From an optimization exercise on the open Yosys and OpenROAD flow, aimed at small area, a short achievable clock period and few clock cycles per item; shortcuts taken in it are not production practice. No functional check of the RTL was part of this run. Power and IR drop assume default switching activity.

File: design/flow/constraint.sdc
create_clock -name core_clock -period 5.5 [get_ports {clk_i}]
set_input_delay 1.1000 -clock core_clock [delete_from_list [all_inputs] [get_ports {clk_i}]]
set_output_delay 1.1000 -clock core_clock [all_outputs]
set_load 0.01 [all_outputs]
File: design/flow/run.sh
#!/bin/bash
# synth_recipe.tcl (not shown) runs the flow's synth.tcl, then flattens the netlist and writes it again
# the make line also repeats each setting of config.mk as NAME=value (left out here)
make -C /OpenROAD-flow-scripts/flow DESIGN_CONFIG=/design/flow/config.mk WORK_HOME=/design/flow/orfs CLKGATE_MAP_FILE= SYNTH_SCRIPT=/design/flow/synth_recipe.tcl finish
File: design/flow/config.mk
export PLATFORM = sky130hd
export DESIGN_NAME = virtual_irq_ack_latch_and_pending_fifo
export DESIGN_NICKNAME = virtual_irq_ack_latch_and_pending_fifo
export VERILOG_FILES = /design/flow/design.v
export SDC_FILE = /design/flow/constraint.sdc
export NUM_CORES = 4
export LEC_CHECK = 0
export CAP_MARGIN = 20
export CORE_MARGIN = 2
export CORE_UTILIZATION = 50
export SETUP_SLACK_MARGIN = 2.9
export SLEW_MARGIN = 20
File: design/flow/design.v
`timescale 1ns / 1ps
`default_nettype none
package viq_pkg;
  localparam int unsigned GUEST_COUNT    = 2;
  localparam int unsigned GUEST_W        = 1;
  localparam int unsigned QUEUE_SLOTS_DEF = 64;
  localparam int unsigned ID_W           = 10;
  localparam int unsigned ACTION_W       = 4;
  localparam int unsigned STATUS_W       = 2;
  localparam logic [ID_W-1:0] SPURIOUS_ID = 10'h3FF;
  typedef enum logic [ACTION_W-1:0] {
    ACT_EOI_FWD      = 4'd0,
    ACT_INJECT_CUR   = 4'd1,
    ACT_READ_LATCH   = 4'd2,
    ACT_PUSH_OWN     = 4'd3,
    ACT_POP_ADAPT    = 4'd4,
    ACT_QUERY        = 4'd5,
    ACT_PUSH_OTHER   = 4'd6,
    ACT_POP          = 4'd7,
    ACT_INJECT_OTHER = 4'd8,
    ACT_GUEST_EOI    = 4'd9
  } action_e;
  typedef enum logic [STATUS_W-1:0] {
    STAT_OK        = 2'd0,
    STAT_EMPTY     = 2'd1,
    STAT_FULL      = 2'd2,
    STAT_SWALLOWED = 2'd3
  } status_e;
  typedef struct packed {
    logic accept;    
    logic load_rd;   
  } ctrl_cmd_t;
  typedef struct packed {
    logic pop_read;  
  } dp_status_t;
endpackage
`default_nettype wire
`timescale 1ns / 1ps
`default_nettype none
module viq_ram #(
  parameter int unsigned WIDTH = 10,
  parameter int unsigned DEPTH = 63
) (
  input  wire logic                       clk_i,
  input  wire logic                       push_i,
  input  wire logic [WIDTH-1:0]           wdata_i,
  input  wire logic [$clog2(DEPTH+1)-1:0] count_i,
  output logic      [WIDTH-1:0]           head_o
);
  logic [WIDTH-1:0] mem_q [DEPTH];
  always_ff @(posedge clk_i) begin
    if (push_i) begin
      mem_q[0] <= wdata_i;
      for (int i = 1; i < DEPTH; i++) begin
        mem_q[i] <= mem_q[i-1];
      end
    end
  end
  always_comb begin
    head_o = '0;
    for (int i = 0; i < DEPTH; i++) begin
      head_o = head_o | ({WIDTH{count_i == ($clog2(DEPTH+1))'(i + 1)}} & mem_q[i]);
    end
  end
endmodule
`default_nettype wire
`timescale 1ns / 1ps
`default_nettype none
module viq_ctrl (
  input  wire logic clk_i,
  input  wire logic rst_ni,
  input  wire logic in_valid_i,
  output logic      in_stall_o,
  output logic      out_valid_o,
  input  wire logic out_stall_i,
  output logic      accept_o,
  output logic      load_o
);
  logic valid_q;
  assign in_stall_o  = valid_q & out_stall_i;
  assign load_o      = ~in_stall_o;
  assign accept_o    = in_valid_i & ~in_stall_o;
  assign out_valid_o = valid_q;
  always_ff @(posedge clk_i or negedge rst_ni) begin
    if (!rst_ni) begin
      valid_q <= 1'b0;
    end else begin
      valid_q <= accept_o | in_stall_o;
    end
  end
endmodule
`default_nettype wire
`timescale 1ns / 1ps
`default_nettype none
import viq_pkg::*;
module viq_dp (
  input  wire logic                  clk_i,
  input  wire logic                  rst_ni,
  input  wire logic                  accept_i,
  input  wire logic                  load_i,
  input  wire logic [ACTION_W-1:0]   action_i,
  input  wire logic                  current_vm_i,
  input  wire logic                  target_vm_i,
  input  wire logic [ID_W-1:0]       irq_id_i,
  output logic      [STATUS_W-1:0]   status_res_o,
  output logic      [ID_W-1:0]       value_o,
  output logic                       nonempty_o,
  output logic                       forward_valid_o,
  output logic      [ID_W-1:0]       forward_id_o
);
  localparam int unsigned DEPTH = QUEUE_SLOTS_DEF - 1;
  localparam int unsigned CNT_W = $clog2(DEPTH + 1);
  logic [GUEST_COUNT-1:0] [ID_W-1:0]  ack_q;
  logic [GUEST_COUNT-1:0]             adapt_q;
  logic [GUEST_COUNT-1:0] [CNT_W-1:0] cnt_q;
  logic [GUEST_COUNT-1:0] [ID_W-1:0]  head;
  logic [GUEST_COUNT-1:0]             full, empty, push_en, pop_en;
  logic [STATUS_W-1:0] stat_q, stat_d;
  logic [ID_W-1:0]     value_q, value_d;
  logic                ne_q, ne_d;
  logic                fwd_v_q, fwd_v_d;
  logic [ID_W-1:0]     fwd_id_q, fwd_id_d;
  viq_pkg::action_e act;
  logic cur, tgt, oth, push_g, pop_g, is_push, is_pop;
  assign act     = viq_pkg::action_e'(action_i);
  assign cur     = current_vm_i;
  assign tgt     = target_vm_i;
  assign oth     = ~current_vm_i;
  assign push_g  = (act == ACT_PUSH_OTHER) ? oth : cur;
  assign pop_g   = (act == ACT_POP_ADAPT) ? cur : tgt;
  assign is_push = (act == ACT_PUSH_OWN) || (act == ACT_PUSH_OTHER);
  assign is_pop  = (act == ACT_POP_ADAPT) || (act == ACT_POP);
  for (genvar g = 0; g < GUEST_COUNT; g++) begin : g_q
    assign full[g]    = (cnt_q[g] == CNT_W'(DEPTH));
    assign empty[g]   = (cnt_q[g] == '0);
    assign push_en[g] = accept_i && is_push && (push_g == g) && !full[g];
    assign pop_en[g]  = accept_i && is_pop && (pop_g == g) && !empty[g];
    viq_ram #(
      .WIDTH(ID_W),
      .DEPTH(DEPTH)
    ) u_store (
      .clk_i  (clk_i),
      .push_i (push_en[g]),
      .wdata_i(irq_id_i),
      .count_i(cnt_q[g]),
      .head_o (head[g])
    );
    always_ff @(posedge clk_i or negedge rst_ni) begin
      if (!rst_ni) begin
        cnt_q[g] <= '0;
      end else if (push_en[g]) begin
        cnt_q[g] <= cnt_q[g] + 1'b1;
      end else if (pop_en[g]) begin
        cnt_q[g] <= cnt_q[g] - 1'b1;
      end
    end
    always_ff @(posedge clk_i or negedge rst_ni) begin
      if (!rst_ni) begin
        ack_q[g]   <= SPURIOUS_ID;
        adapt_q[g] <= 1'b0;
      end else if (accept_i) begin
        unique case (act)
          ACT_INJECT_CUR: begin
            if (cur == g) begin
              if (adapt_q[g]) adapt_q[g] <= 1'b0;
              else ack_q[g] <= irq_id_i;
            end
          end
          ACT_POP_ADAPT: if (cur == g) adapt_q[g] <= 1'b1;
          ACT_INJECT_OTHER: if (oth == g) ack_q[g] <= irq_id_i;
          ACT_GUEST_EOI: if (cur == g) ack_q[g] <= SPURIOUS_ID;
          default: ;
        endcase
      end
    end
  end
  always_comb begin
    stat_d   = STAT_OK;
    value_d  = SPURIOUS_ID;
    ne_d     = 1'b0;
    fwd_v_d  = 1'b0;
    fwd_id_d = '0;
    unique case (act)
      ACT_EOI_FWD: begin
        fwd_v_d  = 1'b1;
        fwd_id_d = irq_id_i;
      end
      ACT_INJECT_CUR: if (adapt_q[cur]) stat_d = STAT_SWALLOWED;
      ACT_READ_LATCH: value_d = ack_q[cur];
      ACT_PUSH_OWN, ACT_PUSH_OTHER: if (full[push_g]) stat_d = STAT_FULL;
      ACT_POP_ADAPT, ACT_POP: begin
        if (empty[pop_g]) stat_d = STAT_EMPTY;
        else value_d = head[pop_g];
      end
      ACT_QUERY: ne_d = !empty[tgt];
      ACT_GUEST_EOI: begin
        fwd_v_d  = 1'b1;
        fwd_id_d = irq_id_i;
      end
      default: ;
    endcase
  end
  always_ff @(posedge clk_i) begin
    if (load_i) begin
      stat_q   <= stat_d;
      value_q  <= value_d;
      ne_q     <= ne_d;
      fwd_v_q  <= fwd_v_d;
      fwd_id_q <= fwd_id_d;
    end
  end
  assign status_res_o    = stat_q;
  assign value_o         = value_q;
  assign nonempty_o      = ne_q;
  assign forward_valid_o = fwd_v_q;
  assign forward_id_o    = fwd_id_q;
endmodule
`default_nettype wire
`timescale 1ns / 1ps
`default_nettype none
import viq_pkg::*;
module virtual_irq_ack_latch_and_pending_fifo (
  input  wire logic                clk_i,
  input  wire logic                rst_ni,
  input  wire logic                in_valid_i,
  output logic                     in_stall_o,
  input  wire logic [ACTION_W-1:0] action_i,
  input  wire logic                current_vm_i,
  input  wire logic                target_vm_i,
  input  wire logic [ID_W-1:0]     irq_id_i,
  output logic                     out_valid_o,
  input  wire logic                out_stall_i,
  output logic      [STATUS_W-1:0] status_o,
  output logic      [ID_W-1:0]     value_o,
  output logic                     nonempty_o,
  output logic                     forward_valid_o,
  output logic      [ID_W-1:0]     forward_id_o
);
  logic accept, load;
  viq_ctrl u_ctrl (
    .clk_i      (clk_i),
    .rst_ni     (rst_ni),
    .in_valid_i (in_valid_i),
    .in_stall_o (in_stall_o),
    .out_valid_o(out_valid_o),
    .out_stall_i(out_stall_i),
    .accept_o   (accept),
    .load_o     (load)
  );
  viq_dp u_dp (
    .clk_i          (clk_i),
    .rst_ni         (rst_ni),
    .accept_i       (accept),
    .load_i         (load),
    .action_i       (action_i),
    .current_vm_i   (current_vm_i),
    .target_vm_i    (target_vm_i),
    .irq_id_i       (irq_id_i),
    .status_res_o   (status_o),
    .value_o        (value_o),
    .nonempty_o     (nonempty_o),
    .forward_valid_o(forward_valid_o),
    .forward_id_o   (forward_id_o)
  );
endmodule
`default_nettype wire
==> out/qor.yml <==
status:
  outcome: "finished clean"
setup_path:
  cpMostUsedCell: "buf_4"
  crit_buf_inv: 3
  arrival_ns: 3.49
  cpMaxStageDelayCell: "dfrtp_4"
  worst_path_largest_cell_delay_ns: 0.56
  critPathMaxFanout: 6
  critical_path_class: "flop to flop"
  startpoint_type: "flop"
  path_cells: "buf_4 -> or2_4 -> buf_4 -> nor2_4 -> buf_4 -> a22oi_1 -> nand2_1 -> nor4_4 -> a221oi_2"
  crit_family: "simple AND/OR/NAND/NOR gates"
  endpoint_kind: "flop"
  crit_required_ns: 6.08
cells_and_area:
  nNetsFinal: 3350
  final_core_util_pct: 63.5
  mostFrequentLayoutCells: "edfxtp_1, a22oi_1, buf_4"
  drive_gt1_share_pct: 28.1
  layout_commonest_cell: "edfxtp_1"
  num-fill-cells: 6636
  syn_to_final_growth_pct: 25.7
  multi_input_area_um2: 11000
  regArea_um2: 39500
  final_area_um2: 61500
clocking:
  root_buffer: "clkbuf_16"
  cts_tree: "built"
  cts_buffer_depth: 3
  cts_made_buffers: 135
  cts.htree.levels: 4
  clk_latency_ns: 0.76
  clk_pin_slew_ns: 0.07
  ctsHoldBuffers: 0
  clock_sinks: 1319
sta:
  worst_slew_pin_slew_ns: 0.984
  finalHoldViolCount: 0
  period_share_pct: 53.0
  fin_setup_tns_ns: 0
  post-route-min-period_ns: 2.92
  max_freq_ghz: 0.343
  rsz0062_at_grt: "true"
  skew_ns: 0.0351
  setup_viol: 0
  slew_violations: 0
  relSlewSlack_pct: 34.3
yosys:
  ys_top_cells_by_area: "edfxtp_1, a22oi_1, nor2_1, nand4_1, dfstp_2"
  synth_flop_cell: "edfxtp_1"
  synth_warnings: 4
  async_flop_share_pct: 2.65
  synth_edf_count: 1284
  syn_area_um2: 48900
  synth_cell_type_count: 71
  yosysSeqAreaShare_pct: 80.7
  ys_ff_latch: 1319
  synth_top_area_share_pct: 78.9
  synth_cells: 2778
  synth_fp_nets: 2808
  post-synth-top-area-cell: "edfxtp_1"
  syn_area_per_cell_um2: 17.6
floorplan:
  dieArea_um2: 100000
  placementRows: 114
  dieHeight_um: 317
  coreArea_um2: 96900
  ios: 46
  die_width_um: 317
  start_util_pct: 50.5
global_route:
  grt_pass1_wl_um: 252000
  grt.total_usage_pct: 37.0
  grt_antenna_before_repair: 3
  overflow: 0
  grt_max_degree: 72
  grt_pass1_vias: 31800
detailed_routing:
  via_count: 33700
  wl_per_cell_um: 40.0
  drt_iter0_markers: 6541
  routed_wl_um: 188000
  avgViaCountPerCell: 7.16
  ant_nets: 0
  drc: 0
  dr.pass1.iters: 7
placement:
  postPlaceCellArea_um2: 52300
  gp_congestion: 1.02
  place_hpwl_um: 122000
  io_buffers: 45
power:
  p_leak_nw: 20.1
  power_mw: 25.4
  ir_drop_mv: 0.241
  power.density_nw_per_um2: 413
worst_hold_path:
  hold_class: "flop to flop"
job:
  max-cap-violations: 0
-- through the flow --
step           cells  hold WS [ns]  setup WS, ns
3_3_place_gp    4202         0.426         0.691
6_report        4702         0.438          2.58
5_1_grt         4696         0.448          2.56
4_1_cts         4616         0.435          2.63
3_5_place_dp    4202         0.427         0.624
2_1_floorplan   2778         0.417        -14.04
-- report_power, final --
group          switching [mW]  internal [mW]
sequential              0.210           11.2
combinational            3.12           1.89
clock                    3.83           5.17
total                    7.16           18.2
-- Yosys cell counts, types with 17 or more instances --
library cell,number
nor4_1,31
and3_1,29
nand3b_1,18
a221oi_1,37
nor3_1,33
nand3_1,42
o21ai_0,26
mux2i_1,19
nand4_1,97
clkbuf_1,34
edfxtp_1,1284
a22oi_1,465
buf_2,28
dfstp_2,20
a32oi_1,17
nand2_1,133
a22o_1,52
nor2_1,166
-- routing by layer --
| metal | routed length [um] | share of wire, % | GRT usage [%] |
|---|---|---|---|
| met3 | 24700 | 13 | 10.4 |
| met1 | 62100 | 33 | 45.5 |
| met5 | 16 | 0.0085 | 0 |
| met4 | 19400 | 10 | 29.4 |
| met2 | 81800 | 44 | 55.4 |
-- flip-flops by register name, indices dropped and copies added, names as in the netlist --
register	count
u_dp.g_q.u_store.mem_q	1260
u_dp.ack_q	20
u_dp.cnt_q	12
u_dp.fwd_id_q	10
u_dp.value_q	10
u_dp.adapt_q	2
u_dp.stat_q	2
u_ctrl.valid_q	1
u_dp.fwd_v_q	1
u_dp.ne_q	1
-- path summary, 6_finish.rpt --
path / from / endpoint / slack, ns / depth (start not counted)
setup / recovery: u_dp.cnt_q[4] / u_dp.value_q[9] / 2.58 / 9
hold / removal: u_dp.g_q[0].u_store.mem_q[13][8] / u_dp.g_q[0].u_store.mem_q[14][8] / 0.44 / 0
setup reg to reg: u_dp.cnt_q[4] / u_dp.value_q[9] / 2.58 / 9
hold reg to reg: u_dp.g_q[0].u_store.mem_q[13][8] / u_dp.g_q[0].u_store.mem_q[14][8] / 0.44 / 0
max in group asynchronous: rst_ni / u_dp.cnt_q[9] / 4.31 / 1
min in group asynchronous: rst_ni / u_dp.cnt_q[5] / 0.49 / 1
-- repair_timing --
item,CTS,global route
setup endpoints to repair,1311,594
setup buffers,159,76
pin swaps,69,84
hold endpoints to repair,0,0
gates cloned,18,4
gates resized for setup,475,132
-- final cells by class --
cell class                 count  area share, %
inverter                      14         0.0937
antenna                        6         0.0244
sequential                  1319           64.3
tap                         1276           2.60
timing repair buffer         475           8.27
multi-input combinational   1375           17.9
clock buffer                 175           5.91
clock inverter                62          0.957
-- cell families after synthesis --
kind of cell	count (synthesis)	share of synthesized area, %
simple gates	643	6.75
mux	31	0.666
flops	1319	80.7
xor+xnor	14	0.251
fa+ha+maj	10	0.256
buf+inv	86	0.763
compound gates	675	10.6

static timing again, ports no longer ideal:
In the flow no input, the clock included, has a driving cell. The finished layout below was timed again as built, in two steps. Step 1: set_driving_cell puts a clkbuf_16 on clk_i and a buf_2 on each other input, an assumption about the parent block. Step 2 also shifts input and output timing later by t, the mid clock arrival at the registers, as if the neighbouring blocks saw the same clock. Slacks: no drivers / after step 1 / after step 2; pairs: no drivers / after step 1.
t, ns: 0.814
slack for setup (ns): 2.584 / 2.584 / 1.925
worst setup path at the end: input to register
After both steps setup and hold are still met in this run. For this run, drivers alone change the setup slack by 0.000 ns; drivers and shift together by -0.659 ns.
